What follows belongs to an exercise in optimizing a design on an open flow for small area, a short achievable clock period and few clock cycles per item; a production flow would make more cautious choices. RTL that was checked went through simulation tests only; none was proved equivalent to the original. No functional check of the RTL was part of run 3. Power and IR drop assume default switching activity.

## flow/config.mk

```make
export PLATFORM = sky130hd
export DESIGN_NAME = expu_accumulator
export DESIGN_NICKNAME = expu_accumulator
export VERILOG_FILES = /design/flow/design.v
export SDC_FILE = /design/flow/constraint.sdc
export NUM_CORES = 4
export LEC_CHECK = 0
export CAP_MARGIN = 20
export CORE_MARGIN = 2
export CORE_UTILIZATION = 40
export CTS_BUF_LIST = sky130_fd_sc_hd__clkbuf_4 sky130_fd_sc_hd__clkbuf_8
export GPL_ROUTABILITY_DRIVEN = 0
export SLEW_MARGIN = 20
export SYNTH_HIERARCHICAL = 1
```

## flow/constraint.sdc

```tcl
create_clock -name core_clock -period 22.0 [get_ports {clk_i}]
set_input_delay 4.4000 -clock core_clock [delete_from_list [all_inputs] [get_ports {clk_i}]]
set_output_delay 4.4000 -clock core_clock [all_outputs]
set_load 0.01 [all_outputs]
```

## flow/design.v

```verilog
module expu_fa (
    input  logic a,
    input  logic b,
    input  logic c,
    output logic s,
    output logic co
);
    assign s  = a ^ b ^ c;
    assign co = (a & b) | (a & c) | (b & c);
endmodule
module expu_ha (
    input  logic a,
    input  logic b,
    output logic s,
    output logic co
);
    assign s  = a ^ b;
    assign co = a & b;
endmodule
module expu_or8 (
    input  logic [7:0] a,
    output logic       y
);
    assign y = |a;
endmodule
module expu_add4_lo (
    input  logic [3:0] a,
    input  logic [3:0] b,
    output logic [3:0] s,
    output logic       co
);
    logic [3:0] p, g, c;
    logic       g32, p32, g10;
    for (genvar i = 0; i < 4; i++) begin : g_pg
        expu_ha u_pg (.a(a[i]), .b(b[i]), .s(p[i]), .co(g[i]));
    end
    assign g10  = g[1] | (p[1] & g[0]);
    assign g32  = g[3] | (p[3] & g[2]);
    assign p32  = p[3] & p[2];
    assign c[0] = g[0];
    assign c[1] = g10;
    assign c[2] = g[2] | (p[2] & c[1]);
    assign c[3] = g32 | (p32 & c[1]);
    assign s    = p ^ {c[2:0], 1'b0};
    assign co   = c[3];
endmodule
module expu_add4 (
    input  logic [3:0] a,
    input  logic [3:0] b,
    input  logic       ci,
    output logic [3:0] s,
    output logic       co
);
    logic [3:0] p, g, c;
    logic       g32, p32, g10, p10;
    for (genvar i = 0; i < 4; i++) begin : g_pg
        expu_ha u_pg (.a(a[i]), .b(b[i]), .s(p[i]), .co(g[i]));
    end
    assign g10  = g[1] | (p[1] & g[0]);
    assign p10  = p[1] & p[0];
    assign g32  = g[3] | (p[3] & g[2]);
    assign p32  = p[3] & p[2];
    assign c[0] = g[0] | (p[0] & ci);
    assign c[1] = g10 | (p10 & ci);
    assign c[2] = g[2] | (p[2] & c[1]);
    assign c[3] = g32 | (p32 & c[1]);
    assign s    = p ^ {c[2:0], ci};
    assign co   = c[3];
endmodule
module expu_add4_hi (
    input  logic [3:0] a,
    input  logic [3:0] b,
    input  logic       ci,
    input  logic       xi,
    output logic [3:0] s,
    output logic       co
);
    logic [3:0] p, g, c;
    logic       g32, p32, g10, p10;
    for (genvar i = 0; i < 4; i++) begin : g_pg
        expu_ha u_pg (.a(a[i]), .b(b[i]), .s(p[i]), .co(g[i]));
    end
    assign g10  = g[1] | (p[1] & g[0]);
    assign p10  = p[1] & p[0];
    assign g32  = g[3] | (p[3] & g[2]);
    assign p32  = p[3] & p[2];
    assign c[0] = g[0] | (p[0] & ci);
    assign c[1] = g10 | (p10 & ci);
    assign c[2] = g[2] | (p[2] & c[1]);
    assign c[3] = g32 | (p32 & c[1]);
    assign s    = p ^ {c[2:0], ci};
    assign co   = c[3] | xi;
endmodule
module expu_accumulator #(
    parameter int EXP_BITS  = 8,
    parameter int MANT_BITS = 7,
    parameter int N_ROWS    = 8,
    parameter int ACC_WIDTH = 32,
    parameter int ACC_FRAC  = 16,
    localparam int WIDTH    = EXP_BITS + MANT_BITS + 1
) (
    input  logic                      clk_i,
    input  logic                      rst_ni,
    input  logic                      clear_i,
    input  logic                      enable_i,
    input  logic                      valid_i,
    output logic                      ready_o,
    input  logic [N_ROWS-1:0]         strb_i,
    input  logic [N_ROWS*WIDTH-1:0]   op_i,
    input  logic                      last_i,
    output logic [ACC_WIDTH-1:0]      sum_o,
    output logic                      overflow_o,
    output logic                      valid_o,
    input  logic                      ready_i
);
    localparam int BLK   = 4;                   
    localparam int N_BLK = ACC_WIDTH / BLK;
    logic                 valid_q, part_q, ovf_q;
    logic [ACC_WIDTH-1:0] acc_q;                
    logic [N_BLK-1:1]     cy_q;                 
    logic                 handover, accept, keep;
    logic [N_ROWS-1:0]    lane_sat;
    logic [ACC_WIDTH-1:0] lane_val [N_ROWS];
    logic [ACC_WIDTH-1:0] acc_base, row_a, row_b, total;
    logic [N_BLK-1:1]     cy_base, cy_d;
    logic                 tree_high, ovf_early, ovf_d;
    logic [ACC_WIDTH-1:0] res;
    logic                 res_carry, res_ovf;
    assign handover = valid_q & ready_i & enable_i & ~clear_i;
    assign ready_o  = enable_i & ~clear_i & (~valid_q | ready_i);
    assign accept   = valid_i & ready_o;
    assign keep     = part_q | (valid_q & ~handover);
    assign acc_base = acc_q & {ACC_WIDTH{keep}};
    assign cy_base  = cy_q & {(N_BLK-1){keep}};
    for (genvar i = 0; i < N_ROWS; i++) begin : g_lane
        logic [15:0] x;
        logic [7:0]  e;
        logic        on;
        logic [8:0]  g;
        logic [10:0] h;
        logic [14:0] f;
        logic [4:0]  oh;
        assign x  = op_i[i*WIDTH +: WIDTH];
        assign e  = x[14:7];
        assign on = accept & strb_i[i] & ~x[15];
        assign lane_sat[i] = on & (e >= 8'd143);
        assign g[0] = x[0] & ~e[0];
        for (genvar k = 1; k < 7; k++) begin : g_g
            assign g[k] = e[0] ? x[k-1] : x[k];
        end
        assign g[7] = e[0] ? x[6] : 1'b1;
        assign g[8] = e[0];
        for (genvar k = 0; k < 11; k++) begin : g_h
            if (k < 2)      assign h[k] = g[k] & ~e[1];
            else if (k < 9) assign h[k] = e[1] ? g[k-2] : g[k];
            else            assign h[k] = g[k-2] & e[1];
        end
        for (genvar k = 0; k < 15; k++) begin : g_f
            if (k < 4)       assign f[k] = h[k] & ~e[2];
            else if (k < 11) assign f[k] = e[2] ? h[k-4] : h[k];
            else             assign f[k] = h[k-4] & e[2];
        end
        assign oh[0] = on & (e == 8'd111);
        assign oh[1] = on & (e[7:3] == 5'd14);
        assign oh[2] = on & (e[7:3] == 5'd15);
        assign oh[3] = on & (e[7:3] == 5'd16);
        assign oh[4] = on & (e[7:3] == 5'd17) & (e[2:0] != 3'd7);
        for (genvar j = 0; j < ACC_WIDTH; j++) begin : g_val
            logic t;
            always_comb begin
                t = 1'b0;
                for (int k = 0; k < 5; k++)
                    if (j + 14 - 8*k >= 0 && j + 14 - 8*k <= 14) t = t | (oh[k] & f[j + 14 - 8*k]);
            end
            assign lane_val[i][j] = t;
        end
    end
    logic ts0, tc0, ts1, tc1, ts2, tc2, ts3, tc3, ts4, tc4, ts5, tc5;
    logic ts6, tc6, ts7, tc7, ts8, tc8, ts9, tc9, ts10, tc10, ts11, tc11;
    logic ts12, tc12, ts13, tc13, ts14, tc14, ts15, tc15, ts16, tc16, ts17, tc17;
    logic ts18, tc18, ts19, tc19, ts20, tc20, ts21, tc21, ts22, tc22, ts23, tc23;
    logic ts24, tc24, ts25, tc25, ts26, tc26, ts27, tc27, ts28, tc28, ts29, tc29;
    logic ts30, tc30, ts31, tc31, ts32, tc32, ts33, tc33, ts34, tc34, ts35, tc35;
    logic ts36, tc36, ts37, tc37, ts38, tc38, ts39, tc39, ts40, tc40, ts41, tc41;
    logic ts42, tc42, ts43, tc43, ts44, tc44, ts45, tc45, ts46, tc46, ts47, tc47;
    logic ts48, tc48, ts49, tc49, ts50, tc50, ts51, tc51, ts52, tc52, ts53, tc53;
    logic ts54, tc54, ts55, tc55, ts56, tc56, ts57, tc57, ts58, tc58, ts59, tc59;
    logic ts60, tc60, ts61, tc61, ts62, tc62, ts63, tc63, ts64, tc64, ts65, tc65;
    logic ts66, tc66, ts67, tc67, ts68, tc68, ts69, tc69, ts70, tc70, ts71, tc71;
    logic ts72, tc72, ts73, tc73, ts74, tc74, ts75, tc75, ts76, tc76, ts77, tc77;
    logic ts78, tc78, ts79, tc79, ts80, tc80, ts81, tc81, ts82, tc82, ts83, tc83;
    logic ts84, tc84, ts85, tc85, ts86, tc86, ts87, tc87, ts88, tc88, ts89, tc89;
    logic ts90, tc90, ts91, tc91, ts92, tc92, ts93, tc93, ts94, tc94, ts95, tc95;
    logic ts96, tc96, ts97, tc97, ts98, tc98, ts99, tc99, ts100, tc100, ts101, tc101;
    logic ts102, tc102, ts103, tc103, ts104, tc104, ts105, tc105, ts106, tc106, ts107, tc107;
    logic ts108, tc108, ts109, tc109, ts110, tc110, ts111, tc111, ts112, tc112, ts113, tc113;
    logic ts114, tc114, ts115, tc115, ts116, tc116, ts117, tc117, ts118, tc118, ts119, tc119;
    logic ts120, tc120, ts121, tc121, ts122, tc122, ts123, tc123, ts124, tc124, ts125, tc125;
    logic ts126, tc126, ts127, tc127, ts128, tc128, ts129, tc129, ts130, tc130, ts131, tc131;
    logic ts132, tc132, ts133, tc133, ts134, tc134, ts135, tc135, ts136, tc136, ts137, tc137;
    logic ts138, tc138, ts139, tc139, ts140, tc140, ts141, tc141, ts142, tc142, ts143, tc143;
    logic ts144, tc144, ts145, tc145, ts146, tc146, ts147, tc147, ts148, tc148, ts149, tc149;
    logic ts150, tc150, ts151, tc151, ts152, tc152, ts153, tc153, ts154, tc154, ts155, tc155;
    logic ts156, tc156, ts157, tc157, ts158, tc158, ts159, tc159, ts160, tc160, ts161, tc161;
    logic ts162, tc162, ts163, tc163, ts164, tc164, ts165, tc165, ts166, tc166, ts167, tc167;
    logic ts168, tc168, ts169, tc169, ts170, tc170, ts171, tc171, ts172, tc172, ts173, tc173;
    logic ts174, tc174, ts175, tc175, ts176, tc176, ts177, tc177, ts178, tc178, ts179, tc179;
    logic ts180, tc180, ts181, tc181, ts182, tc182, ts183, tc183, ts184, tc184, ts185, tc185;
    logic ts186, tc186, ts187, tc187, ts188, tc188, ts189, tc189, ts190, tc190, ts191, tc191;
    logic ts192, tc192, ts193, tc193, ts194, tc194, ts195, tc195, ts196, tc196, ts197, tc197;
    logic ts198, tc198, ts199, tc199, ts200, tc200, ts201, tc201, ts202, tc202, ts203, tc203;
    logic ts204, tc204, ts205, tc205, ts206, tc206, ts207, tc207, ts208, tc208, ts209, tc209;
    logic ts210, tc210, ts211, tc211, ts212, tc212, ts213, tc213, ts214, tc214, ts215, tc215;
    logic ts216, tc216, ts217, tc217, ts218, tc218, ts219, tc219, ts220, tc220, ts221, tc221;
    expu_fa u_fa0 (.a(lane_val[0][0]), .b(lane_val[1][0]), .c(lane_val[2][0]), .s(ts0), .co(tc0));
    expu_ha u_ha1 (.a(lane_val[3][0]), .b(lane_val[4][0]), .s(ts1), .co(tc1));
    expu_fa u_fa2 (.a(lane_val[0][1]), .b(lane_val[1][1]), .c(lane_val[2][1]), .s(ts2), .co(tc2));
    expu_fa u_fa3 (.a(lane_val[3][1]), .b(lane_val[4][1]), .c(lane_val[5][1]), .s(ts3), .co(tc3));
    expu_ha u_ha4 (.a(lane_val[6][1]), .b(lane_val[7][1]), .s(ts4), .co(tc4));
    expu_fa u_fa5 (.a(lane_val[0][2]), .b(lane_val[1][2]), .c(lane_val[2][2]), .s(ts5), .co(tc5));
    expu_fa u_fa6 (.a(lane_val[3][2]), .b(lane_val[4][2]), .c(lane_val[5][2]), .s(ts6), .co(tc6));
    expu_fa u_fa7 (.a(lane_val[6][2]), .b(lane_val[7][2]), .c(acc_base[2]), .s(ts7), .co(tc7));
    expu_fa u_fa8 (.a(lane_val[0][3]), .b(lane_val[1][3]), .c(lane_val[2][3]), .s(ts8), .co(tc8));
    expu_fa u_fa9 (.a(lane_val[3][3]), .b(lane_val[4][3]), .c(lane_val[5][3]), .s(ts9), .co(tc9));
    expu_fa u_fa10 (.a(lane_val[6][3]), .b(lane_val[7][3]), .c(acc_base[3]), .s(ts10), .co(tc10));
    expu_fa u_fa11 (.a(lane_val[0][4]), .b(lane_val[1][4]), .c(lane_val[2][4]), .s(ts11), .co(tc11));
    expu_fa u_fa12 (.a(lane_val[3][4]), .b(lane_val[4][4]), .c(lane_val[5][4]), .s(ts12), .co(tc12));
    expu_fa u_fa13 (.a(lane_val[6][4]), .b(lane_val[7][4]), .c(acc_base[4]), .s(ts13), .co(tc13));
    expu_fa u_fa14 (.a(lane_val[0][5]), .b(lane_val[1][5]), .c(lane_val[2][5]), .s(ts14), .co(tc14));
    expu_fa u_fa15 (.a(lane_val[3][5]), .b(lane_val[4][5]), .c(lane_val[5][5]), .s(ts15), .co(tc15));
    expu_fa u_fa16 (.a(lane_val[6][5]), .b(lane_val[7][5]), .c(acc_base[5]), .s(ts16), .co(tc16));
    expu_fa u_fa17 (.a(lane_val[0][6]), .b(lane_val[1][6]), .c(lane_val[2][6]), .s(ts17), .co(tc17));
    expu_fa u_fa18 (.a(lane_val[3][6]), .b(lane_val[4][6]), .c(lane_val[5][6]), .s(ts18), .co(tc18));
    expu_fa u_fa19 (.a(lane_val[6][6]), .b(lane_val[7][6]), .c(acc_base[6]), .s(ts19), .co(tc19));
    expu_fa u_fa20 (.a(lane_val[0][7]), .b(lane_val[1][7]), .c(lane_val[2][7]), .s(ts20), .co(tc20));
    expu_fa u_fa21 (.a(lane_val[3][7]), .b(lane_val[4][7]), .c(lane_val[5][7]), .s(ts21), .co(tc21));
    expu_fa u_fa22 (.a(lane_val[6][7]), .b(lane_val[7][7]), .c(acc_base[7]), .s(ts22), .co(tc22));
    expu_fa u_fa23 (.a(lane_val[0][8]), .b(lane_val[1][8]), .c(lane_val[2][8]), .s(ts23), .co(tc23));
    expu_fa u_fa24 (.a(lane_val[3][8]), .b(lane_val[4][8]), .c(lane_val[5][8]), .s(ts24), .co(tc24));
    expu_fa u_fa25 (.a(lane_val[6][8]), .b(lane_val[7][8]), .c(acc_base[8]), .s(ts25), .co(tc25));
    expu_fa u_fa26 (.a(lane_val[0][9]), .b(lane_val[1][9]), .c(lane_val[2][9]), .s(ts26), .co(tc26));
    expu_fa u_fa27 (.a(lane_val[3][9]), .b(lane_val[4][9]), .c(lane_val[5][9]), .s(ts27), .co(tc27));
    expu_fa u_fa28 (.a(lane_val[6][9]), .b(lane_val[7][9]), .c(acc_base[9]), .s(ts28), .co(tc28));
    expu_fa u_fa29 (.a(lane_val[0][10]), .b(lane_val[1][10]), .c(lane_val[2][10]), .s(ts29), .co(tc29));
    expu_fa u_fa30 (.a(lane_val[3][10]), .b(lane_val[4][10]), .c(lane_val[5][10]), .s(ts30), .co(tc30));
    expu_fa u_fa31 (.a(lane_val[6][10]), .b(lane_val[7][10]), .c(acc_base[10]), .s(ts31), .co(tc31));
    expu_fa u_fa32 (.a(lane_val[0][11]), .b(lane_val[1][11]), .c(lane_val[2][11]), .s(ts32), .co(tc32));
    expu_fa u_fa33 (.a(lane_val[3][11]), .b(lane_val[4][11]), .c(lane_val[5][11]), .s(ts33), .co(tc33));
    expu_fa u_fa34 (.a(lane_val[6][11]), .b(lane_val[7][11]), .c(acc_base[11]), .s(ts34), .co(tc34));
    expu_fa u_fa35 (.a(lane_val[0][12]), .b(lane_val[1][12]), .c(lane_val[2][12]), .s(ts35), .co(tc35));
    expu_fa u_fa36 (.a(lane_val[3][12]), .b(lane_val[4][12]), .c(lane_val[5][12]), .s(ts36), .co(tc36));
    expu_fa u_fa37 (.a(lane_val[6][12]), .b(lane_val[7][12]), .c(acc_base[12]), .s(ts37), .co(tc37));
    expu_fa u_fa38 (.a(lane_val[0][13]), .b(lane_val[1][13]), .c(lane_val[2][13]), .s(ts38), .co(tc38));
    expu_fa u_fa39 (.a(lane_val[3][13]), .b(lane_val[4][13]), .c(lane_val[5][13]), .s(ts39), .co(tc39));
    expu_fa u_fa40 (.a(lane_val[6][13]), .b(lane_val[7][13]), .c(acc_base[13]), .s(ts40), .co(tc40));
    expu_fa u_fa41 (.a(lane_val[0][14]), .b(lane_val[1][14]), .c(lane_val[2][14]), .s(ts41), .co(tc41));
    expu_fa u_fa42 (.a(lane_val[3][14]), .b(lane_val[4][14]), .c(lane_val[5][14]), .s(ts42), .co(tc42));
    expu_fa u_fa43 (.a(lane_val[6][14]), .b(lane_val[7][14]), .c(acc_base[14]), .s(ts43), .co(tc43));
    expu_fa u_fa44 (.a(lane_val[0][15]), .b(lane_val[1][15]), .c(lane_val[2][15]), .s(ts44), .co(tc44));
    expu_fa u_fa45 (.a(lane_val[3][15]), .b(lane_val[4][15]), .c(lane_val[5][15]), .s(ts45), .co(tc45));
    expu_fa u_fa46 (.a(lane_val[6][15]), .b(lane_val[7][15]), .c(acc_base[15]), .s(ts46), .co(tc46));
    expu_fa u_fa47 (.a(lane_val[0][16]), .b(lane_val[1][16]), .c(lane_val[2][16]), .s(ts47), .co(tc47));
    expu_fa u_fa48 (.a(lane_val[3][16]), .b(lane_val[4][16]), .c(lane_val[5][16]), .s(ts48), .co(tc48));
    expu_fa u_fa49 (.a(lane_val[6][16]), .b(lane_val[7][16]), .c(acc_base[16]), .s(ts49), .co(tc49));
    expu_fa u_fa50 (.a(lane_val[0][17]), .b(lane_val[1][17]), .c(lane_val[2][17]), .s(ts50), .co(tc50));
    expu_fa u_fa51 (.a(lane_val[3][17]), .b(lane_val[4][17]), .c(lane_val[5][17]), .s(ts51), .co(tc51));
    expu_fa u_fa52 (.a(lane_val[6][17]), .b(lane_val[7][17]), .c(acc_base[17]), .s(ts52), .co(tc52));
    expu_fa u_fa53 (.a(lane_val[0][18]), .b(lane_val[1][18]), .c(lane_val[2][18]), .s(ts53), .co(tc53));
    expu_fa u_fa54 (.a(lane_val[3][18]), .b(lane_val[4][18]), .c(lane_val[5][18]), .s(ts54), .co(tc54));
    expu_fa u_fa55 (.a(lane_val[6][18]), .b(lane_val[7][18]), .c(acc_base[18]), .s(ts55), .co(tc55));
    expu_fa u_fa56 (.a(lane_val[0][19]), .b(lane_val[1][19]), .c(lane_val[2][19]), .s(ts56), .co(tc56));
    expu_fa u_fa57 (.a(lane_val[3][19]), .b(lane_val[4][19]), .c(lane_val[5][19]), .s(ts57), .co(tc57));
    expu_fa u_fa58 (.a(lane_val[6][19]), .b(lane_val[7][19]), .c(acc_base[19]), .s(ts58), .co(tc58));
    expu_fa u_fa59 (.a(lane_val[0][20]), .b(lane_val[1][20]), .c(lane_val[2][20]), .s(ts59), .co(tc59));
    expu_fa u_fa60 (.a(lane_val[3][20]), .b(lane_val[4][20]), .c(lane_val[5][20]), .s(ts60), .co(tc60));
    expu_fa u_fa61 (.a(lane_val[6][20]), .b(lane_val[7][20]), .c(acc_base[20]), .s(ts61), .co(tc61));
    expu_fa u_fa62 (.a(lane_val[0][21]), .b(lane_val[1][21]), .c(lane_val[2][21]), .s(ts62), .co(tc62));
    expu_fa u_fa63 (.a(lane_val[3][21]), .b(lane_val[4][21]), .c(lane_val[5][21]), .s(ts63), .co(tc63));
    expu_fa u_fa64 (.a(lane_val[6][21]), .b(lane_val[7][21]), .c(acc_base[21]), .s(ts64), .co(tc64));
    expu_fa u_fa65 (.a(lane_val[0][22]), .b(lane_val[1][22]), .c(lane_val[2][22]), .s(ts65), .co(tc65));
    expu_fa u_fa66 (.a(lane_val[3][22]), .b(lane_val[4][22]), .c(lane_val[5][22]), .s(ts66), .co(tc66));
    expu_fa u_fa67 (.a(lane_val[6][22]), .b(lane_val[7][22]), .c(acc_base[22]), .s(ts67), .co(tc67));
    expu_fa u_fa68 (.a(lane_val[0][23]), .b(lane_val[1][23]), .c(lane_val[2][23]), .s(ts68), .co(tc68));
    expu_fa u_fa69 (.a(lane_val[3][23]), .b(lane_val[4][23]), .c(lane_val[5][23]), .s(ts69), .co(tc69));
    expu_fa u_fa70 (.a(lane_val[6][23]), .b(lane_val[7][23]), .c(acc_base[23]), .s(ts70), .co(tc70));
    expu_fa u_fa71 (.a(lane_val[0][24]), .b(lane_val[1][24]), .c(lane_val[2][24]), .s(ts71), .co(tc71));
    expu_fa u_fa72 (.a(lane_val[3][24]), .b(lane_val[4][24]), .c(lane_val[5][24]), .s(ts72), .co(tc72));
    expu_fa u_fa73 (.a(lane_val[6][24]), .b(lane_val[7][24]), .c(acc_base[24]), .s(ts73), .co(tc73));
    expu_fa u_fa74 (.a(lane_val[0][25]), .b(lane_val[1][25]), .c(lane_val[2][25]), .s(ts74), .co(tc74));
    expu_fa u_fa75 (.a(lane_val[3][25]), .b(lane_val[4][25]), .c(lane_val[5][25]), .s(ts75), .co(tc75));
    expu_fa u_fa76 (.a(lane_val[6][25]), .b(lane_val[7][25]), .c(acc_base[25]), .s(ts76), .co(tc76));
    expu_fa u_fa77 (.a(lane_val[0][26]), .b(lane_val[1][26]), .c(lane_val[2][26]), .s(ts77), .co(tc77));
    expu_fa u_fa78 (.a(lane_val[3][26]), .b(lane_val[4][26]), .c(lane_val[5][26]), .s(ts78), .co(tc78));
    expu_fa u_fa79 (.a(lane_val[6][26]), .b(lane_val[7][26]), .c(acc_base[26]), .s(ts79), .co(tc79));
    expu_fa u_fa80 (.a(lane_val[0][27]), .b(lane_val[1][27]), .c(lane_val[2][27]), .s(ts80), .co(tc80));
    expu_fa u_fa81 (.a(lane_val[3][27]), .b(lane_val[4][27]), .c(lane_val[5][27]), .s(ts81), .co(tc81));
    expu_fa u_fa82 (.a(lane_val[6][27]), .b(lane_val[7][27]), .c(acc_base[27]), .s(ts82), .co(tc82));
    expu_fa u_fa83 (.a(lane_val[0][28]), .b(lane_val[1][28]), .c(lane_val[2][28]), .s(ts83), .co(tc83));
    expu_fa u_fa84 (.a(lane_val[3][28]), .b(lane_val[4][28]), .c(lane_val[5][28]), .s(ts84), .co(tc84));
    expu_fa u_fa85 (.a(lane_val[6][28]), .b(lane_val[7][28]), .c(acc_base[28]), .s(ts85), .co(tc85));
    expu_fa u_fa86 (.a(lane_val[0][29]), .b(lane_val[1][29]), .c(lane_val[2][29]), .s(ts86), .co(tc86));
    expu_fa u_fa87 (.a(lane_val[3][29]), .b(lane_val[4][29]), .c(lane_val[5][29]), .s(ts87), .co(tc87));
    expu_fa u_fa88 (.a(lane_val[6][29]), .b(lane_val[7][29]), .c(acc_base[29]), .s(ts88), .co(tc88));
    expu_fa u_fa89 (.a(lane_val[0][30]), .b(lane_val[1][30]), .c(lane_val[2][30]), .s(ts89), .co(tc89));
    expu_fa u_fa90 (.a(lane_val[3][30]), .b(lane_val[4][30]), .c(lane_val[5][30]), .s(ts90), .co(tc90));
    expu_fa u_fa91 (.a(lane_val[6][30]), .b(lane_val[7][30]), .c(acc_base[30]), .s(ts91), .co(tc91));
    expu_fa u_fa92 (.a(lane_val[0][31]), .b(lane_val[1][31]), .c(lane_val[2][31]), .s(ts92), .co(tc92));
    expu_fa u_fa93 (.a(lane_val[3][31]), .b(lane_val[4][31]), .c(lane_val[5][31]), .s(ts93), .co(tc93));
    expu_fa u_fa94 (.a(lane_val[6][31]), .b(lane_val[7][31]), .c(acc_base[31]), .s(ts94), .co(tc94));
    expu_fa u_fa95 (.a(ts0), .b(ts1), .c(lane_val[5][0]), .s(ts95), .co(tc95));
    expu_fa u_fa96 (.a(tc0), .b(tc1), .c(ts2), .s(ts96), .co(tc96));
    expu_ha u_ha97 (.a(ts3), .b(ts4), .s(ts97), .co(tc97));
    expu_fa u_fa98 (.a(tc2), .b(tc3), .c(tc4), .s(ts98), .co(tc98));
    expu_fa u_fa99 (.a(ts5), .b(ts6), .c(ts7), .s(ts99), .co(tc99));
    expu_fa u_fa100 (.a(tc5), .b(tc6), .c(tc7), .s(ts100), .co(tc100));
    expu_fa u_fa101 (.a(ts8), .b(ts9), .c(ts10), .s(ts101), .co(tc101));
    expu_fa u_fa102 (.a(tc8), .b(tc9), .c(tc10), .s(ts102), .co(tc102));
    expu_fa u_fa103 (.a(ts11), .b(ts12), .c(ts13), .s(ts103), .co(tc103));
    expu_fa u_fa104 (.a(tc11), .b(tc12), .c(tc13), .s(ts104), .co(tc104));
    expu_fa u_fa105 (.a(ts14), .b(ts15), .c(ts16), .s(ts105), .co(tc105));
    expu_fa u_fa106 (.a(tc14), .b(tc15), .c(tc16), .s(ts106), .co(tc106));
    expu_fa u_fa107 (.a(ts17), .b(ts18), .c(ts19), .s(ts107), .co(tc107));
    expu_fa u_fa108 (.a(tc17), .b(tc18), .c(tc19), .s(ts108), .co(tc108));
    expu_fa u_fa109 (.a(ts20), .b(ts21), .c(ts22), .s(ts109), .co(tc109));
    expu_fa u_fa110 (.a(tc20), .b(tc21), .c(tc22), .s(ts110), .co(tc110));
    expu_fa u_fa111 (.a(ts23), .b(ts24), .c(ts25), .s(ts111), .co(tc111));
    expu_fa u_fa112 (.a(tc23), .b(tc24), .c(tc25), .s(ts112), .co(tc112));
    expu_fa u_fa113 (.a(ts26), .b(ts27), .c(ts28), .s(ts113), .co(tc113));
    expu_fa u_fa114 (.a(tc26), .b(tc27), .c(tc28), .s(ts114), .co(tc114));
    expu_fa u_fa115 (.a(ts29), .b(ts30), .c(ts31), .s(ts115), .co(tc115));
    expu_fa u_fa116 (.a(tc29), .b(tc30), .c(tc31), .s(ts116), .co(tc116));
    expu_fa u_fa117 (.a(ts32), .b(ts33), .c(ts34), .s(ts117), .co(tc117));
    expu_fa u_fa118 (.a(tc32), .b(tc33), .c(tc34), .s(ts118), .co(tc118));
    expu_fa u_fa119 (.a(ts35), .b(ts36), .c(ts37), .s(ts119), .co(tc119));
    expu_fa u_fa120 (.a(tc35), .b(tc36), .c(tc37), .s(ts120), .co(tc120));
    expu_fa u_fa121 (.a(ts38), .b(ts39), .c(ts40), .s(ts121), .co(tc121));
    expu_fa u_fa122 (.a(tc38), .b(tc39), .c(tc40), .s(ts122), .co(tc122));
    expu_fa u_fa123 (.a(ts41), .b(ts42), .c(ts43), .s(ts123), .co(tc123));
    expu_fa u_fa124 (.a(tc41), .b(tc42), .c(tc43), .s(ts124), .co(tc124));
    expu_fa u_fa125 (.a(ts44), .b(ts45), .c(ts46), .s(ts125), .co(tc125));
    expu_fa u_fa126 (.a(tc44), .b(tc45), .c(tc46), .s(ts126), .co(tc126));
    expu_fa u_fa127 (.a(ts47), .b(ts48), .c(ts49), .s(ts127), .co(tc127));
    expu_fa u_fa128 (.a(tc47), .b(tc48), .c(tc49), .s(ts128), .co(tc128));
    expu_fa u_fa129 (.a(ts50), .b(ts51), .c(ts52), .s(ts129), .co(tc129));
    expu_fa u_fa130 (.a(tc50), .b(tc51), .c(tc52), .s(ts130), .co(tc130));
    expu_fa u_fa131 (.a(ts53), .b(ts54), .c(ts55), .s(ts131), .co(tc131));
    expu_fa u_fa132 (.a(tc53), .b(tc54), .c(tc55), .s(ts132), .co(tc132));
    expu_fa u_fa133 (.a(ts56), .b(ts57), .c(ts58), .s(ts133), .co(tc133));
    expu_fa u_fa134 (.a(tc56), .b(tc57), .c(tc58), .s(ts134), .co(tc134));
    expu_fa u_fa135 (.a(ts59), .b(ts60), .c(ts61), .s(ts135), .co(tc135));
    expu_fa u_fa136 (.a(tc59), .b(tc60), .c(tc61), .s(ts136), .co(tc136));
    expu_fa u_fa137 (.a(ts62), .b(ts63), .c(ts64), .s(ts137), .co(tc137));
    expu_fa u_fa138 (.a(tc62), .b(tc63), .c(tc64), .s(ts138), .co(tc138));
    expu_fa u_fa139 (.a(ts65), .b(ts66), .c(ts67), .s(ts139), .co(tc139));
    expu_fa u_fa140 (.a(tc65), .b(tc66), .c(tc67), .s(ts140), .co(tc140));
    expu_fa u_fa141 (.a(ts68), .b(ts69), .c(ts70), .s(ts141), .co(tc141));
    expu_fa u_fa142 (.a(tc68), .b(tc69), .c(tc70), .s(ts142), .co(tc142));
    expu_fa u_fa143 (.a(ts71), .b(ts72), .c(ts73), .s(ts143), .co(tc143));
    expu_fa u_fa144 (.a(tc71), .b(tc72), .c(tc73), .s(ts144), .co(tc144));
    expu_fa u_fa145 (.a(ts74), .b(ts75), .c(ts76), .s(ts145), .co(tc145));
    expu_fa u_fa146 (.a(tc74), .b(tc75), .c(tc76), .s(ts146), .co(tc146));
    expu_fa u_fa147 (.a(ts77), .b(ts78), .c(ts79), .s(ts147), .co(tc147));
    expu_fa u_fa148 (.a(tc77), .b(tc78), .c(tc79), .s(ts148), .co(tc148));
    expu_fa u_fa149 (.a(ts80), .b(ts81), .c(ts82), .s(ts149), .co(tc149));
    expu_fa u_fa150 (.a(tc80), .b(tc81), .c(tc82), .s(ts150), .co(tc150));
    expu_fa u_fa151 (.a(ts83), .b(ts84), .c(ts85), .s(ts151), .co(tc151));
    expu_fa u_fa152 (.a(tc83), .b(tc84), .c(tc85), .s(ts152), .co(tc152));
    expu_fa u_fa153 (.a(ts86), .b(ts87), .c(ts88), .s(ts153), .co(tc153));
    expu_fa u_fa154 (.a(tc86), .b(tc87), .c(tc88), .s(ts154), .co(tc154));
    expu_fa u_fa155 (.a(ts89), .b(ts90), .c(ts91), .s(ts155), .co(tc155));
    expu_fa u_fa156 (.a(tc89), .b(tc90), .c(tc91), .s(ts156), .co(tc156));
    expu_fa u_fa157 (.a(ts92), .b(ts93), .c(ts94), .s(ts157), .co(tc157));
    expu_ha u_ha158 (.a(ts95), .b(lane_val[6][0]), .s(ts158), .co(tc158));
    expu_fa u_fa159 (.a(tc95), .b(ts96), .c(ts97), .s(ts159), .co(tc159));
    expu_fa u_fa160 (.a(tc96), .b(tc97), .c(ts98), .s(ts160), .co(tc160));
    expu_fa u_fa161 (.a(tc98), .b(tc99), .c(ts100), .s(ts161), .co(tc161));
    expu_fa u_fa162 (.a(tc100), .b(tc101), .c(ts102), .s(ts162), .co(tc162));
    expu_fa u_fa163 (.a(tc102), .b(tc103), .c(ts104), .s(ts163), .co(tc163));
    expu_fa u_fa164 (.a(tc104), .b(tc105), .c(ts106), .s(ts164), .co(tc164));
    expu_fa u_fa165 (.a(tc106), .b(tc107), .c(ts108), .s(ts165), .co(tc165));
    expu_fa u_fa166 (.a(tc108), .b(tc109), .c(ts110), .s(ts166), .co(tc166));
    expu_fa u_fa167 (.a(tc110), .b(tc111), .c(ts112), .s(ts167), .co(tc167));
    expu_fa u_fa168 (.a(tc112), .b(tc113), .c(ts114), .s(ts168), .co(tc168));
    expu_fa u_fa169 (.a(tc114), .b(tc115), .c(ts116), .s(ts169), .co(tc169));
    expu_fa u_fa170 (.a(tc116), .b(tc117), .c(ts118), .s(ts170), .co(tc170));
    expu_fa u_fa171 (.a(tc118), .b(tc119), .c(ts120), .s(ts171), .co(tc171));
    expu_fa u_fa172 (.a(tc120), .b(tc121), .c(ts122), .s(ts172), .co(tc172));
    expu_fa u_fa173 (.a(tc122), .b(tc123), .c(ts124), .s(ts173), .co(tc173));
    expu_fa u_fa174 (.a(tc124), .b(tc125), .c(ts126), .s(ts174), .co(tc174));
    expu_fa u_fa175 (.a(tc126), .b(tc127), .c(ts128), .s(ts175), .co(tc175));
    expu_fa u_fa176 (.a(tc128), .b(tc129), .c(ts130), .s(ts176), .co(tc176));
    expu_fa u_fa177 (.a(tc130), .b(tc131), .c(ts132), .s(ts177), .co(tc177));
    expu_fa u_fa178 (.a(tc132), .b(tc133), .c(ts134), .s(ts178), .co(tc178));
    expu_fa u_fa179 (.a(tc134), .b(tc135), .c(ts136), .s(ts179), .co(tc179));
    expu_fa u_fa180 (.a(tc136), .b(tc137), .c(ts138), .s(ts180), .co(tc180));
    expu_fa u_fa181 (.a(tc138), .b(tc139), .c(ts140), .s(ts181), .co(tc181));
    expu_fa u_fa182 (.a(tc140), .b(tc141), .c(ts142), .s(ts182), .co(tc182));
    expu_fa u_fa183 (.a(tc142), .b(tc143), .c(ts144), .s(ts183), .co(tc183));
    expu_fa u_fa184 (.a(tc144), .b(tc145), .c(ts146), .s(ts184), .co(tc184));
    expu_fa u_fa185 (.a(tc146), .b(tc147), .c(ts148), .s(ts185), .co(tc185));
    expu_fa u_fa186 (.a(tc148), .b(tc149), .c(ts150), .s(ts186), .co(tc186));
    expu_fa u_fa187 (.a(tc150), .b(tc151), .c(ts152), .s(ts187), .co(tc187));
    expu_fa u_fa188 (.a(tc152), .b(tc153), .c(ts154), .s(ts188), .co(tc188));
    expu_fa u_fa189 (.a(tc154), .b(tc155), .c(ts156), .s(ts189), .co(tc189));
    expu_ha u_ha190 (.a(ts158), .b(lane_val[7][0]), .s(ts190), .co(tc190));
    expu_fa u_fa191 (.a(tc158), .b(ts159), .c(acc_base[1]), .s(ts191), .co(tc191));
    expu_fa u_fa192 (.a(tc159), .b(ts160), .c(ts99), .s(ts192), .co(tc192));
    expu_fa u_fa193 (.a(tc160), .b(ts161), .c(ts101), .s(ts193), .co(tc193));
    expu_fa u_fa194 (.a(tc161), .b(ts162), .c(ts103), .s(ts194), .co(tc194));
    expu_fa u_fa195 (.a(tc162), .b(ts163), .c(ts105), .s(ts195), .co(tc195));
    expu_fa u_fa196 (.a(tc163), .b(ts164), .c(ts107), .s(ts196), .co(tc196));
    expu_fa u_fa197 (.a(tc164), .b(ts165), .c(ts109), .s(ts197), .co(tc197));
    expu_fa u_fa198 (.a(tc165), .b(ts166), .c(ts111), .s(ts198), .co(tc198));
    expu_fa u_fa199 (.a(tc166), .b(ts167), .c(ts113), .s(ts199), .co(tc199));
    expu_fa u_fa200 (.a(tc167), .b(ts168), .c(ts115), .s(ts200), .co(tc200));
    expu_fa u_fa201 (.a(tc168), .b(ts169), .c(ts117), .s(ts201), .co(tc201));
    expu_fa u_fa202 (.a(tc169), .b(ts170), .c(ts119), .s(ts202), .co(tc202));
    expu_fa u_fa203 (.a(tc170), .b(ts171), .c(ts121), .s(ts203), .co(tc203));
    expu_fa u_fa204 (.a(tc171), .b(ts172), .c(ts123), .s(ts204), .co(tc204));
    expu_fa u_fa205 (.a(tc172), .b(ts173), .c(ts125), .s(ts205), .co(tc205));
    expu_fa u_fa206 (.a(tc173), .b(ts174), .c(ts127), .s(ts206), .co(tc206));
    expu_fa u_fa207 (.a(tc174), .b(ts175), .c(ts129), .s(ts207), .co(tc207));
    expu_fa u_fa208 (.a(tc175), .b(ts176), .c(ts131), .s(ts208), .co(tc208));
    expu_fa u_fa209 (.a(tc176), .b(ts177), .c(ts133), .s(ts209), .co(tc209));
    expu_fa u_fa210 (.a(tc177), .b(ts178), .c(ts135), .s(ts210), .co(tc210));
    expu_fa u_fa211 (.a(tc178), .b(ts179), .c(ts137), .s(ts211), .co(tc211));
    expu_fa u_fa212 (.a(tc179), .b(ts180), .c(ts139), .s(ts212), .co(tc212));
    expu_fa u_fa213 (.a(tc180), .b(ts181), .c(ts141), .s(ts213), .co(tc213));
    expu_fa u_fa214 (.a(tc181), .b(ts182), .c(ts143), .s(ts214), .co(tc214));
    expu_fa u_fa215 (.a(tc182), .b(ts183), .c(ts145), .s(ts215), .co(tc215));
    expu_fa u_fa216 (.a(tc183), .b(ts184), .c(ts147), .s(ts216), .co(tc216));
    expu_fa u_fa217 (.a(tc184), .b(ts185), .c(ts149), .s(ts217), .co(tc217));
    expu_fa u_fa218 (.a(tc185), .b(ts186), .c(ts151), .s(ts218), .co(tc218));
    expu_fa u_fa219 (.a(tc186), .b(ts187), .c(ts153), .s(ts219), .co(tc219));
    expu_fa u_fa220 (.a(tc187), .b(ts188), .c(ts155), .s(ts220), .co(tc220));
    expu_fa u_fa221 (.a(tc188), .b(ts189), .c(ts157), .s(ts221), .co(tc221));
    assign row_a = {tc220, tc219, tc218, tc217, tc216, tc215, tc214, tc213, tc212, tc211, tc210, tc209, tc208, tc207, tc206, tc205, tc204, tc203, tc202, tc201, tc200, tc199, tc198, tc197, tc196, tc195, tc194, tc193, tc192, tc191, tc190, ts190};
    assign row_b = {ts221, ts220, ts219, ts218, ts217, ts216, ts215, ts214, ts213, ts212, ts211, ts210, ts209, ts208, ts207, ts206, ts205, ts204, ts203, ts202, ts201, ts200, ts199, ts198, ts197, ts196, ts195, ts194, ts193, ts192, ts191, acc_base[0]};
    expu_or8 u_high (.a({tc221, tc189, tc157, tc156, tc94, tc93, tc92, ovf_early}), .y(tree_high));
    assign ovf_early = (keep & ovf_q) | (|lane_sat);
    for (genvar k = 0; k < N_BLK; k++) begin : g_blk
        if (k == 0) begin : g_lo
            expu_add4_lo u_add (
                .a  (row_a[BLK*k +: BLK]),
                .b  (row_b[BLK*k +: BLK]),
                .s  (total[BLK*k +: BLK]),
                .co (cy_d[k+1])
            );
        end else if (k < N_BLK - 1) begin : g_mid
            expu_add4 u_add (
                .a  (row_a[BLK*k +: BLK]),
                .b  (row_b[BLK*k +: BLK]),
                .ci (cy_base[k]),
                .s  (total[BLK*k +: BLK]),
                .co (cy_d[k+1])
            );
        end else begin : g_hi
            expu_add4_hi u_add (
                .a  (row_a[BLK*k +: BLK]),
                .b  (row_b[BLK*k +: BLK]),
                .ci (cy_base[k]),
                .xi (tree_high),
                .s  (total[BLK*k +: BLK]),
                .co (ovf_d)
            );
        end
    end
    always_ff @(posedge clk_i or negedge rst_ni) begin
        if (!rst_ni) begin
            valid_q <= 1'b0;
            part_q  <= 1'b0;
            ovf_q   <= 1'b0;
        end else if (clear_i) begin
            valid_q <= 1'b0;
            part_q  <= 1'b0;
            ovf_q   <= ovf_d;
        end else begin
            if (accept) begin
                valid_q <= last_i;
                part_q  <= ~last_i;
            end else if (handover) begin
                valid_q <= 1'b0;
            end
            ovf_q <= ovf_d;
        end
    end
    always_ff @(posedge clk_i) begin
        acc_q <= total;
        cy_q  <= cy_d;
    end
    always_comb begin
        logic [ACC_WIDTH-1:0] cy_vec;
        cy_vec = '0;
        for (int k = 1; k < N_BLK; k++) cy_vec[BLK*k] = cy_q[k];
        {res_carry, res} = {1'b0, acc_q} + {1'b0, cy_vec};
    end
    assign res_ovf = ovf_q | res_carry;
    assign sum_o      = res | {ACC_WIDTH{res_ovf}};
    assign overflow_o = res_ovf;
    assign valid_o    = valid_q;
endmodule
```

## flow/flow/run.sh

```bash
#!/bin/bash
# The standard layout (standard.sh: the ORFS flow, standard synthesis included), with two
# changes: the input and output port buffers are the smallest plain buffer, buf_1, instead of the
# cell buffer_ports picks by itself (a 10 um2 delay buffer); and timing repair aims at a setup
# slack of 12.6 ns on the design's clock, so that it speeds up the critical paths.
set -euo pipefail
export BUFFER_PORTS_ARGS="-buffer_cell sky130_fd_sc_hd__buf_1"
export SETUP_SLACK_MARGIN=12.6
bash standard.sh > standard_make.log 2>&1
```

## flow/standard.sh

```bash
#!/bin/bash
# synth_recipe.tcl (not shown) runs the flow's synth.tcl, then flattens the netlist and writes it again
# the make line also repeats each setting of config.mk as NAME=value (left out here)
make -C /OpenROAD-flow-scripts/flow DESIGN_CONFIG=/design/flow/config.mk WORK_HOME=/design/flow/orfs CLKGATE_MAP_FILE= SYNTH_SCRIPT=/design/flow/synth_recipe.tcl "${@:-finish}"
```

==> key figures, run 1 <==
Synth
  • Ys Warns: 9
  • Area share of the largest cell type after synthesis: 0.351
  • Top post-synthesis cells by area: fa_1 (35%), o22ai_1 (8.3%), dfxtp_1 (6.3%)
  • Synth area leader: fa_1
  • Top_reg_cell synth: dfxtp_1
  • Mapped cell area: 0.0124 mm^2
  • Synth async-reset ratio: 0.0714
  • Yosys cell types: 63
  • Register bit total from synthesis: 42
  • Cells after synthesis: 1410
  • Commonest cells in the synthesized netlist: fa_1 (217), nor2_1 (208), o22ai_1 (165)
  • Post-synth EDFFs: 0
  • Sequential area share after synthesis: 0.0691
  • Nets in the synthesized netlist: 1831
  • Avg Cell Area, Syn: 8.78 um^2
  • Most common cell in the netlist: fa_1

Floorplanning
  • FP Rows: 64
  • Core outline area: 0.0305 mm^2
  • I/O Pins: 178
  • Initial Util: 0.406
  • Die outline width: 180 um
  • Die height: 180 um
  • Die ar.: 0.0324 mm^2

Layout
  • Layout cells sized above 1: 0.0766
  • Diodes inserted: 0
  • Final instance area: 0.0136 mm^2
  • Nets: 1948
  • Area Growth Syn to Fin: 9.96%

Worst setup path
  • Critical path arrival: 4.94 ns
  • CP startpoint kind: input port
  • Critical Path RT: 17.60 ns
  • CP endpoint kind: primary output
  • R2R setup slack: 16.56 ns
  • Crit Path Class: in -> out
  • Worst Path Max Fanout: 3

Drt
  • WL met1: 18400 um
  • Routed vias: 11500
  • Top Metal Used: met5
  • Post-route DRC: 0
  • WL met2: 18500 um
  • Initial drt markers: 1151
  • Via density: 5.97
  • Final wirelength: 43000 um
  • Post-route ant nets: 0
  • WL per Instance: 22.4 um
  • WL met3: 4240 um
  • Drt first pass iters: 8

Clocking
  • CTS Sinks: 42
  • Root Driver: clkbuf_8
  • Maximum level of the CTS H-tree: 2
  • Clock Path Buffers: 2
  • Clk slew on worst S/H paths: 0.09 ns
  • Clk latency of the worst-skew pair: 0.32 ns
  • CTS tree: done
  • TritonCTS Buffers: 5

STA
  • Clk_skew: 0.0214 ns
  • Crit share post-route: 0.424
  • RSZ-0062 raised after global routing: true
  • Tmin final: 9.34 ns
  • Final Max Tran Viols: 0
  • Worst-Margin Slew: 0.788 ns
  • Rel. slew slack: 0.461
  • # setup viols final: 0
  • Fin. Hold Viols: 0
  • Fmax: 107 MHz
  • Setup TNS: 0 ns

Worst hold path
  • Min-Delay Path Class: reg -> reg

Power
  • Logic pwr share: 0.401
  • Worst vdd ir: 0.0238 mV
  • Share of power burned in registers: 0.299
  • Net Sw Frac: 0.398
  • Switch Pwr: 103 uW
  • PD cells: 19.1 mW/mm^2
  • Clock share of power: 0.300
  • Leakage: 0.00633 uW
  • Internal power: 156 uW

Placed design
  • Post-DP HPWL: 36800 um
  • DP Area: 0.0132 mm^2
  • Number of port buffers: 177

Global route
  • First-pass GRT wire length: 64800 um
  • Vias in the first global route: 11100
  • Initial antenna violation count: 0
  • GRT Overall Usage: 0.260
  • Largest net degree at the start of global routing: 41
  • GRT overflow: 0

Job
  • Max-Cap Viols: 0

Status
  • Status: timing/DRC/antenna clean
-- path summary, 6_finish.rpt --
path                                startpoint  depth (start not counted)                   to
min reg2reg                   acc_q[0]$_DFF_P_                          2     acc_q[0]$_DFF_P_
min in group asynchronous               rst_ni                          1  valid_q$_DFFE_PN0P_
max reg2reg                valid_q$_DFFE_PN0P_                         17    acc_q[23]$_DFF_P_
max in group asynchronous               rst_ni                          1      ovf_q$_DFF_PN0_
min                           acc_q[0]$_DFF_P_                          2     acc_q[0]$_DFF_P_
max                                    clear_i                          4              ready_o
-- registers in the layout, summed over array words and instances, names as in the netlist --
signal   flops
acc_q       32
cy_q         7
ovf_q        1
part_q       1
valid_q      1
-- power groups by stage --
stage / logic [uW] / clock network (uW) / registers (uW)
2_1_floorplan: 63.4 / 0 / 79.1
4_1_cts: 99.3 / 79.7 / 77.7
5_1_grt: 113 / 81.6 / 77.8
3_5_place_dp: 98.2 / 0 / 79.4
6_report: 104 / 77.8 / 77.7
3_3_place_gp: 97.3 / 0 / 79.4
-- cells by family (layout without fill, tap and decap cells) --
group	count (synthesis)	after routing	synth area share
AND/OR/NAND/NOR	552	555	0.218
flip-flops	42	42	0.0691
adder cells (fa/ha/maj)	278	278	0.412
AO/OA/AOI/OAI	315	315	0.161
XOR/XNOR	36	36	0.0255
buffers and inverters	97	212	0.0378
multiplexers	90	90	0.0763
-- per-module statistics from Yosys (local to each module, per instance) --
module / flops+latches / cell area (um^2)
expu_add4: 0 / 86.3
expu_accumulator: 42 / 6890
expu_add4_hi: 0 / 81.3
expu_add4_lo: 0 / 70.1
expu_fa: 0 / 20.0
expu_or8: 0 / 16.3
expu_ha: 0 / 12.5
-- routing by layer --
| metal | up-vias | GRT usage |
|---|---|---|
| met5 | - | 0.0207 |
| met1 | 5490 | 0.359 |
| met2 | 622 | 0.407 |
| li1 | 5255 | - |
| met4 | 2 | 0.0901 |
| met3 | 121 | 0.0502 |
-- placed cells by master, fill, tap and decap left out, types with 8 or more instances in the layout --
master and n:
a21oi_1 55, nand3_1 29, mux2i_1 64, dfxtp_1 39, nor3b_1 15, fa_1 217
o22ai_2 17, nand3b_1 17, mux2_2 25, o21a_1 9, buf_1 176, inv_1 21
nor3_1 12, or3b_4 9, nand4b_1 8, ha_1 61, nor2_1 200, nor2b_1 45
a31oi_1 10, xor2_1 15, o22ai_1 147, nand2_1 114, nand2b_1 37, xnor2_1 21
nand4_1 8, o21ai_0 28
-- final cells by class --
cell class                      instances  area, um^2
Inverter                               21        78.8
Clock inverter                          3        68.8
Sequential cell                        42         856
Multi-Input combinational cell       1274       11300
Clock buffer                            5        68.8
Fill cell                            3042       16900
Tap cell                              396         495
Timing Repair Buffer                  183         723
-- critical path: stages --
cell,delay (ns)
buf_1,0.10
nand2b_4,0.16
a21oi_1,0.11
buf_1,0.17
-- repair_timing --
action | in CTS | in global routing
setup endpoints to repair | 34 | 24
cloned | 0 | 3
buffers inserted | 3 | 1
pin swaps | 1 | 5
hold buffers | 0 | 0
resized for setup | 0 | 56
-- per-stage QoR --
step | util | cells | setup WS [ns] | power (uW) | hold WS, ns
after floorplan | - | 1410 | 12.86 | 142 | 0.537
after global placement | 0.432 | 1909 | 11.77 | 177 | 0.582
after detailed placement | 0.432 | 1909 | 11.68 | 178 | 0.579
after CTS | 0.438 | 1920 | 12.65 | 257 | 0.606
after global routing | 0.446 | 1924 | 12.59 | 273 | 0.629
final | 0.446 | 1924 | 12.66 | 260 | 0.602
Testbench counts, summed over its fixed seeds: cycles 4,808, items 4,800.
==> run 2, diff against run 1 <==
--- a/flow/config.mk
+++ b/flow/config.mk
@@ -8,7 +8,5 @@
 export CAP_MARGIN = 20
 export CORE_MARGIN = 2
 export CORE_UTILIZATION = 40
-export CTS_BUF_LIST = sky130_fd_sc_hd__clkbuf_4 sky130_fd_sc_hd__clkbuf_8
-export GPL_ROUTABILITY_DRIVEN = 0
 export SLEW_MARGIN = 20
 export SYNTH_HIERARCHICAL = 1
==> key figures, run 2 <==
Status
  • Status: timing/DRC/antenna clean

Clocking
  • CTS Sinks: 42 (unchanged)
  • TritonCTS Buffers: 5 (unchanged)
  • Root Driver: clkbuf_16
  • Clk latency of the worst-skew pair: 0.29 ns (-0.03 ns)
  • CTS tree: done
  • Hold Buf Count CTS: 0 (unchanged)
  • Clock Path Buffers: 2 (unchanged)
  • Clk slew on worst S/H paths: 0.06 ns (-0.03 ns)
  • Maximum level of the CTS H-tree: 2 (unchanged)

STA
  • RSZ-0062 raised after global routing: false
  • # setup viols final: 0 (unchanged)
  • Crit share post-route: 0.424 (-0.000445)
  • Final Max Tran Viols: 0 (unchanged)
  • Setup TNS: 0 ns (unchanged)
  • Fmax: 107 MHz (+0.10%)
  • Tmin final: 9.33 ns (-0.00980 ns)
  • Rel. slew slack: 0.311 (-0.150)
  • Clk_skew: 0.00349 ns (-0.0179 ns)
  • Worst-Margin Slew: 1.01 ns (+0.219 ns)
  • Fin. Hold Viols: 0 (unchanged)

Synth
  • Yosys cell types: 63 (unchanged)
  • Post-synth EDFFs: 0 (unchanged)
  • Commonest cells in the synthesized netlist: fa_1 (217), nor2_1 (208), o22ai_1 (165)
  • Mapped cell area: 0.0124 mm^2 (unchanged)
  • Top post-synthesis cells by area: fa_1 (35%), o22ai_1 (8.3%), dfxtp_1 (6.3%)
  • Synth area leader: fa_1
  • Sequential area share after synthesis: 0.0691 (unchanged)
  • Synth async-reset ratio: 0.0714 (unchanged)
  • Avg Cell Area, Syn: 8.78 um^2 (unchanged)
  • Nets in the synthesized netlist: 1831 (unchanged)
  • Area share of the largest cell type after synthesis: 0.351 (unchanged)
  • Ys Warns: 9 (unchanged)
  • Top_reg_cell synth: dfxtp_1
  • Cells after synthesis: 1410 (unchanged)
  • Most common cell in the netlist: fa_1
  • Register bit total from synthesis: 42 (unchanged)

Worst setup path
  • CP startpoint kind: input port
  • Critical Path RT: 17.60 ns (about the same)
  • Critical path arrival: 4.93 ns (about the same)
  • Worst Path Max Fanout: 3 (unchanged)
  • Crit Path Class: in -> out
  • CP cell instances: buf_1 > nand2b_4 > a21oi_1 > clkbuf_2
  • CP max-delay cell: nand2b_4
  • CP endpoint kind: primary output
  • Crit path largest cell delay: 0.16 ns (about the same)

Worst hold path
  • Min-Delay Path Class: reg -> reg

Layout
  • Top Registers: acc_q x32, cy_q x7
  • Nets: 1944 (-0.21%)
  • Area Growth Syn to Fin: 8.97%
  • Top reg by flops: acc_q
  • Diodes inserted: 0 (unchanged)
  • Most common cell after layout, fill and taps aside: fa_1
  • Layout cells sized above 1: 0.0604 (-0.0162)
  • Max FFs per register: 32 (unchanged)
  • Most frequent cells in the layout: fa_1 (217), nor2_1 (206), buf_1 (175)

Drt
  • Final wirelength: 44600 um (+3.7%)
  • Initial drt markers: 1184 (+2.9%)
  • Drt first pass iters: 6 (-2)
  • Routed vias: 11500 (-0.30%)
  • Post-route DRC: 0 (unchanged)
  • Via density: 5.97 (about the same)
  • Post-route ant nets: 0 (unchanged)
  • WL per Instance: 23.2 um (+3.9%)

Power
  • Pwr Total: 268 uW (+3.2%)
  • Clock share of power: 0.320 (+0.020)
  • Logic pwr share: 0.390 (-0.011)
  • Net Sw Frac: 0.387 (-0.0111)
  • Switch Pwr: 104 uW (+0.30%)
  • Worst vdd ir: 0.0325 mV (+36%)
  • Internal power: 164 uW (+5.1%)
  • Leakage: 0.00632 uW (-0.24%)
  • Share of power burned in registers: 0.290 (-0.009)
  • PD cells: 19.9 mW/mm^2 (+4.1%)

Placed design
  • Post-DP HPWL: 38800 um (+5.2%)
  • Number of port buffers: 177 (unchanged)
  • GPL Wtd Cong: 1.01

Floorplanning
  • Die ar.: 0.0324 mm^2 (unchanged)
  • Die height: 180 um (unchanged)
  • Core outline area: 0.0305 mm^2 (unchanged)
  • FP Rows: 64 (unchanged)
  • Die outline width: 180 um (unchanged)
  • I/O Pins: 178 (unchanged)
  • Initial Util: 0.406 (unchanged)

Global route
  • GRT overflow: 0 (unchanged)
  • Largest net degree at the start of global routing: 41 (unchanged)
  • Vias in the first global route: 11500 (+3.2%)
  • First-pass GRT wire length: 68200 um (+5.3%)
  • GRT Overall Usage: 0.275 (+0.0152)
  • Initial antenna violation count: 0 (unchanged)

Job
  • Max-Cap Viols: 0 (unchanged)
## run 2: per-stage QoR
step                      std cells  area, um^2  hold WS [ns]  setup WS, ns  utilization
final                          1920       13500         0.599         12.67        0.442
after global routing           1920       13500         0.650         12.60        0.442
after CTS                      1918       13400         0.615         12.64        0.438
after detailed placement       1910       13200         0.596         12.22        0.432
after global placement         1910       13200         0.582         12.25        0.432
after floorplan                1410       12400         0.537         12.86            -
## run 2: cell families (layout without fill, tap and decap cells)
| logic type | after synthesis | after routing | synth area share |
|---|---|---|---|
| and+or+nand+nor | 552 | 553 | 0.218 |
| xor gates and xnor gates | 36 | 36 | 0.0255 |
| DFF | 42 | 42 | 0.0691 |
| adders and majority gates | 278 | 278 | 0.412 |
| buffers and inverters | 97 | 210 | 0.0378 |
| AOI/OAI and AO/OA | 315 | 315 | 0.161 |
| muxes | 90 | 90 | 0.0763 |
## run 2: final timing paths
path / from / end / slack, ns / depth (start not counted)
worst max-delay path: clear_i / ready_o / 12.67 / 4
worst min-delay path: acc_q[0]$_DFF_P_ / acc_q[0]$_DFF_P_ / 0.60 / 2
worst max register to register: valid_q$_DFFE_PN0P_ / acc_q[31]$_DFF_P_ / 16.59 / 16
worst min register to register: acc_q[0]$_DFF_P_ / acc_q[0]$_DFF_P_ / 0.60 / 2
max in group asynchronous: rst_ni / ovf_q$_DFF_PN0_ / 17.88 / 1
min in group asynchronous: rst_ni / valid_q$_DFFE_PN0P_ / 3.93 / 1
## run 2: what timing repair did
action / CTS / global route
setup endpoints to repair: 4 / 20
resized for setup: 3 / 26
cloned: 0 / 1
buffers inserted: 0 / 1
pin swaps: 0 / 2
## run 2: area by class of cell
class                   instances  area (um^2)
repair buffers                181          709
flip-flops and latches         42          856
well taps                     396          495
clock buffers                   5          125
fillers                      3081        17000
multi-input cells            1272        11200
clock inverters                 3         43.8
inverters                      21         78.8
## run 2: power groups by stage
| stage | Sequential [uW] | Clock (uW) | Combinational, uW |
|---|---|---|---|
| after global placement | 79.4 | 0 | 100 |
| after global routing | 77.8 | 89.3 | 114 |
| after CTS | 77.7 | 86.9 | 102 |
| after detailed placement | 79.4 | 0 | 101 |
| after floorplan | 79.1 | 0 | 63.4 |
| final | 77.7 | 85.8 | 105 |
## run 2: modules after synthesis, one instance, submodules excluded
| module | area (um^2) | flip-flops and latches |
|---|---|---|
| expu_add4 | 86.3 | 0 |
| expu_or8 | 16.3 | 0 |
| expu_ha | 12.5 | 0 |
| expu_accumulator | 6890 | 42 |
| expu_add4_hi | 81.3 | 0 |
| expu_add4_lo | 70.1 | 0 |
| expu_fa | 20.0 | 0 |
## run 2: per-layer routing
layer | vias to the layer above | routed length [um] | GRT usage | part of all wire
li1 | 5240 | - | - | -
met1 | 5604 | 19900 | 0.391 | 0.45
met2 | 520 | 19700 | 0.439 | 0.44
met3 | 91 | 3100 | 0.0276 | 0.070
met4 | 0 | 1920 | 0.0969 | 0.043
met5 | - | 0 | 0 | 0
## run 2: worst max-delay path: cells and delay by family
family	cells	cell delay, ns
and+or+nand+nor	1	0.16
AOI/OAI and AO/OA	1	0.12
buffers and inverters	2	0.24
==> run 3, diff against run 2 <==
--- a/flow/design.v
+++ b/flow/design.v
@@ -160,11 +160,9 @@
             else if (k < 11) assign f[k] = e[2] ? h[k-4] : h[k];
             else             assign f[k] = h[k-4] & e[2];
         end
-        assign oh[0] = on & (e == 8'd111);
-        assign oh[1] = on & (e[7:3] == 5'd14);
-        assign oh[2] = on & (e[7:3] == 5'd15);
-        assign oh[3] = on & (e[7:3] == 5'd16);
-        assign oh[4] = on & (e[7:3] == 5'd17) & (e[2:0] != 3'd7);
+        for (genvar k = 0; k < 5; k++) begin : g_oh
+            assign oh[k] = on & (e[7:3] == 5'(13 + k));
+        end
         for (genvar j = 0; j < ACC_WIDTH; j++) begin : g_val
             logic t;
             always_comb begin
--- a/flow/config.mk
+++ b/flow/config.mk
@@ -8,5 +8,6 @@
 export CAP_MARGIN = 20
 export CORE_MARGIN = 2
 export CORE_UTILIZATION = 40
+export CTS_BUF_LIST = sky130_fd_sc_hd__clkbuf_4 sky130_fd_sc_hd__clkbuf_8
 export SLEW_MARGIN = 20
 export SYNTH_HIERARCHICAL = 1
==> key figures, run 3 <==
Status
  • Status: timing/DRC/antenna clean

Synth
  • Avg Cell Area, Syn: 8.96 um^2 (+2.0%)
  • Area share of the largest cell type after synthesis: 0.335 (-0.0158)
  • Synth async-reset ratio: 0.0714 (unchanged)
  • Largest family of logic cells by synthesized area: adder cells
  • Top_reg_cell synth: dfxtp_1
  • Post-Synth Adder-Cell Area: 0.394 (-0.0185)
  • Synth Area in Simple Gates: 0.244 (+0.0257)
  • Sequential area share after synthesis: 0.0660 (-0.00311)
  • Mapped cell area: 0.0130 mm^2 (+4.7%)
  • Synth area leader: fa_1
  • Yosys cell types: 74 (+17%)
  • Synth Area in XOR/XNOR: 0.0189 (-0.00655)
  • Most common cell in the netlist: fa_1
  • Synth Area in Compound Gates: 0.136 (-0.0247)
  • Mux share of post-synthesis cell area: 0.104 (+0.0273)
  • Cells after synthesis: 1448 (+2.7%)
  • Top post-synthesis cells by area: fa_1 (33%), dfxtp_1 (6.0%), nor2_1 (6.0%)
  • Ys Warns: 9 (unchanged)
  • Commonest cells in the synthesized netlist: fa_1 (217), nor2_1 (206), nand2_1 (80)
  • Register bit total from synthesis: 42 (unchanged)
  • Post-synth EDFFs: 0 (unchanged)
  • Nets in the synthesized netlist: 1869 (+2.1%)

Drt
  • Final wirelength: 47800 um (+7.2%)
  • Post-route ant nets: 0 (unchanged)
  • Post-route DRC: 0 (unchanged)
  • Drt first pass iters: 5 (-1)
  • Via density: 6.03 (+1.1%)
  • Routed vias: 11900 (+4.0%)
  • Initial drt markers: 1175 (-0.76%)
  • WL per Instance: 24.2 um (+4.3%)

Floorplanning
  • Die outline width: 184 um (+2.3%)
  • Initial Util: 0.409 (+0.00291)
  • FP Rows: 65 (+1.6%)
  • I/O Pins: 178 (unchanged)
  • Die ar.: 0.0339 mm^2 (+4.6%)
  • Die height: 184 um (+2.3%)
  • Core outline area: 0.0317 mm^2 (+4.0%)

Placed design
  • Cell Count Post-Placement: 1957 (+2.5%)
  • GPL Wtd Cong: 1.03 (+2.0%)
  • Post-DP HPWL: 41900 um (+8.2%)
  • Number of port buffers: 177 (unchanged)

Worst setup path
  • Worst Path Max Fanout: 3 (unchanged)
  • Crit Path Class: in -> out
  • Critical path arrival: 4.98 ns (+0.05 ns)
  • R2R depth: 17 (+1)
  • Critical Path RT: 17.60 ns (about the same)
  • CP startpoint kind: input port
  • CP endpoint kind: primary output

STA
  • Rel. slew slack: 0.315 (+0.00357)
  • Clk_skew: 0.0382 ns (+0.0347 ns)
  • Worst-Margin Slew: 1.02 ns (+0.0144 ns)
  • Tmin final: 9.38 ns (+0.0496 ns)
  • Fin. Hold Viols: 0 (unchanged)
  • Crit share post-route: 0.426 (+0.00225)
  • Fmax: 107 MHz (-0.53%)
  • Final Max Tran Viols: 0 (unchanged)
  • Post-Route Hold Slack: 0.622 ns (+0.0226 ns)
  • RSZ-0062 raised after global routing: false
  • # setup viols final: 0 (unchanged)
  • Setup TNS: 0 ns (unchanged)

Clocking
  • Clk slew on worst S/H paths: 0.12 ns (+0.06 ns)
  • Clock Path Buffers: 2 (unchanged)
  • Root Driver: clkbuf_8
  • CTS Sinks: 42 (unchanged)
  • CTS tree: done
  • Maximum level of the CTS H-tree: 2 (unchanged)
  • Clk latency of the worst-skew pair: 0.35 ns (+0.06 ns)
  • TritonCTS Buffers: 5 (unchanged)

Layout
  • Layout cells sized above 1: 0.0821 (+0.0217)
  • Area Growth Syn to Fin: 8.52%
  • Area of the multi-input gates: 0.0116 mm^2 (+4.1%)
  • Fill count: 3175 (+3.1%)
  • Top Registers: acc_q x32, cy_q x7
  • Post-Layout Cell Count: 1974 (+2.8%)
  • Max FFs per register: 32 (unchanged)
  • Top reg by flops: acc_q
  • Most frequent cells in the layout: fa_1 (217), nor2_1 (206), buf_1 (173)
  • Most common cell after layout, fill and taps aside: fa_1
  • FF+latch area: 856 um^2 (unchanged)
  • Nets: 1991 (+2.4%)
  • Post-Route Utilization: 0.444 (+0.00133)

Power
  • Switch Pwr: 117 uW (+13%)
  • Worst vdd ir: 0.0246 mV (-24%)
  • Clock share of power: 0.288 (-0.032)
  • Internal power: 170 uW (+3.4%)
  • PD cells: 20.4 mW/mm^2 (+2.8%)
  • Share of power burned in registers: 0.270 (-0.020)
  • Logic pwr share: 0.441 (+0.051)
  • Net Sw Frac: 0.409 (+0.0219)
  • Leakage: 0.00646 uW (+2.3%)

Global route
  • GRT overflow: 0 (unchanged)
  • GRT Overall Usage: 0.286 (+0.0107)
  • Vias in the first global route: 11500 (+0.39%)
  • First-pass GRT wire length: 71300 um (+4.5%)
  • Largest net degree at the start of global routing: 41 (unchanged)
  • Initial antenna violation count: 1 (+1)

Worst hold path
  • Min-Delay Path Class: reg -> reg
  • Hold depth: 2 (unchanged)

Job
  • Max-Cap Viols: 0 (unchanged)
==> run 3: cell types whose count changed after synthesis, sizes merged, moves of 17 or more <==
cell	before	now
o22ai	165	62
nand4	8	43
nand3	36	77
or3	1	24
nand2	120	87
and2	4	21
mux2	25	49
==> run 3: cell families (layout without fill, tap and decap cells) <==
family / count (synthesis) / after routing
AOI/OAI and AO/OA: 259 / 259
other: 0 / 1
and+or+nand+nor: 610 / 610
DFF: 42 / 42
adders and majority gates: 278 / 278
buffers and inverters: 113 / 236
muxes: 118 / 118
xor gates and xnor gates: 28 / 28
==> run 3: power groups by stage <==
stage	clock (uW)	sequential, uW	combinational (uW)
CTS	83.6	77.7	124
floorplan	0	79.0	80.2
detailed placement	0	79.5	122
global placement	0	79.4	122
global route	86.4	77.9	137
finish	82.9	77.7	127
==> run 3: cell type report <==
cell class,instances,area share
Sequential cell,42,0.0608
Inverter,41,0.0109
Timing Repair Buffer,187,0.0544
Clock inverter,2,0.00427
Clock buffer,6,0.00587
Antenna cell,1,0.000178
Tap cell,402,0.0357
Multi-Input combinational cell,1293,0.828
==> run 3: worst paths after layout <==
path,start,to,slack [ns]
worst max register to register,valid_q$_DFFE_PN0P_,acc_q[15]$_DFF_P_,16.53
min in group asynchronous,rst_ni,part_q$_DFFE_PN0P_,3.92
worst min-delay path,part_q$_DFFE_PN0P_,part_q$_DFFE_PN0P_,0.62
max in group asynchronous,rst_ni,ovf_q$_DFF_PN0_,17.78
worst max-delay path,ready_i,ready_o,12.62
worst min register to register,part_q$_DFFE_PN0P_,part_q$_DFFE_PN0P_,0.62
==> run 3: modules after synthesis (local to each module, per instance) <==
module	copies in the design	area, um^2
expu_fa	217	20.0
expu_ha	37	12.5
expu_add4_hi	1	81.3
expu_accumulator	1	7480
expu_or8	1	16.3
expu_add4	6	86.3
expu_add4_lo	1	70.1
==> run 3: critical path, stage by stage <==
cell and delay (ns):
buf_6 0.10, or2b_1 0.24, nand3_2 0.08, inv_1 0.04
buf_2 0.13
==> run 3: what timing repair did <==
item,4_1_cts,5_1_grt
gates cloned,0,0
pin swaps,2,1
resized for setup,4,8
hold buffers,0,0
endpoints found under the setup margin,2,10
buffers inserted,4,4
==> run 3: through the flow <==
stage | power (uW) | worst slack, ns | instance area, um^2
2_1_floorplan | 159 | 12.79 | 13000
5_1_grt | 301 | 12.59 | 14100
3_5_place_dp | 201 | 12.25 | 13800
6_report | 287 | 12.62 | 14100
4_1_cts | 285 | 12.60 | 14000
3_3_place_gp | 201 | 12.22 | 13800
==> run 3: routing by layer <==
| layer | global-route usage | part of all wire | vias to the layer above |
|---|---|---|---|
| li1 | - | - | 5395 |
| met1 | 0.419 | 0.46 | 5842 |
| met2 | 0.429 | 0.42 | 586 |
| met3 | 0.0303 | 0.079 | 88 |
| met4 | 0.119 | 0.049 | 0 |
| met5 | 0 | 0 | - |

[what the ideal ports hide]
In the flow no input, the clock included, has a driving cell. The finished layouts below were timed again as built, in two steps.
Step 1 sets driving cells, clkbuf_16 on the clock port and buf_2 on the other inputs (assumed; they add their load-dependent delay and slew).
Step 2 times the ports against the registers' clock, not the clock port: input delays grow and output delays shrink by t, the midpoint of the rising clock arrivals with the driver on.
Three values: ideal ports, drivers, drivers and shift; two values: the first two.
run | t, ns | setup slack, ns | worst setup path after step 2 | slew at the worst register clock pin (ns) | pins driven straight from the clock port
run 1 | 0.349 | 12.662 / 12.641 / 12.441 | input to register | 0.11 / 0.11 | 1
run 2 | 0.330 | 12.671 / 12.651 / 12.489 | input to register | 0.07 / 0.07 | 1
run 3 | 0.372 | 12.622 / 12.591 / 12.475 | input to register | 0.12 / 0.12 | 1
After both steps every run listed still meets setup and hold. The setup slack of run 1, which loses most, moves by -0.021 ns with the drivers and by -0.221 ns with both steps.
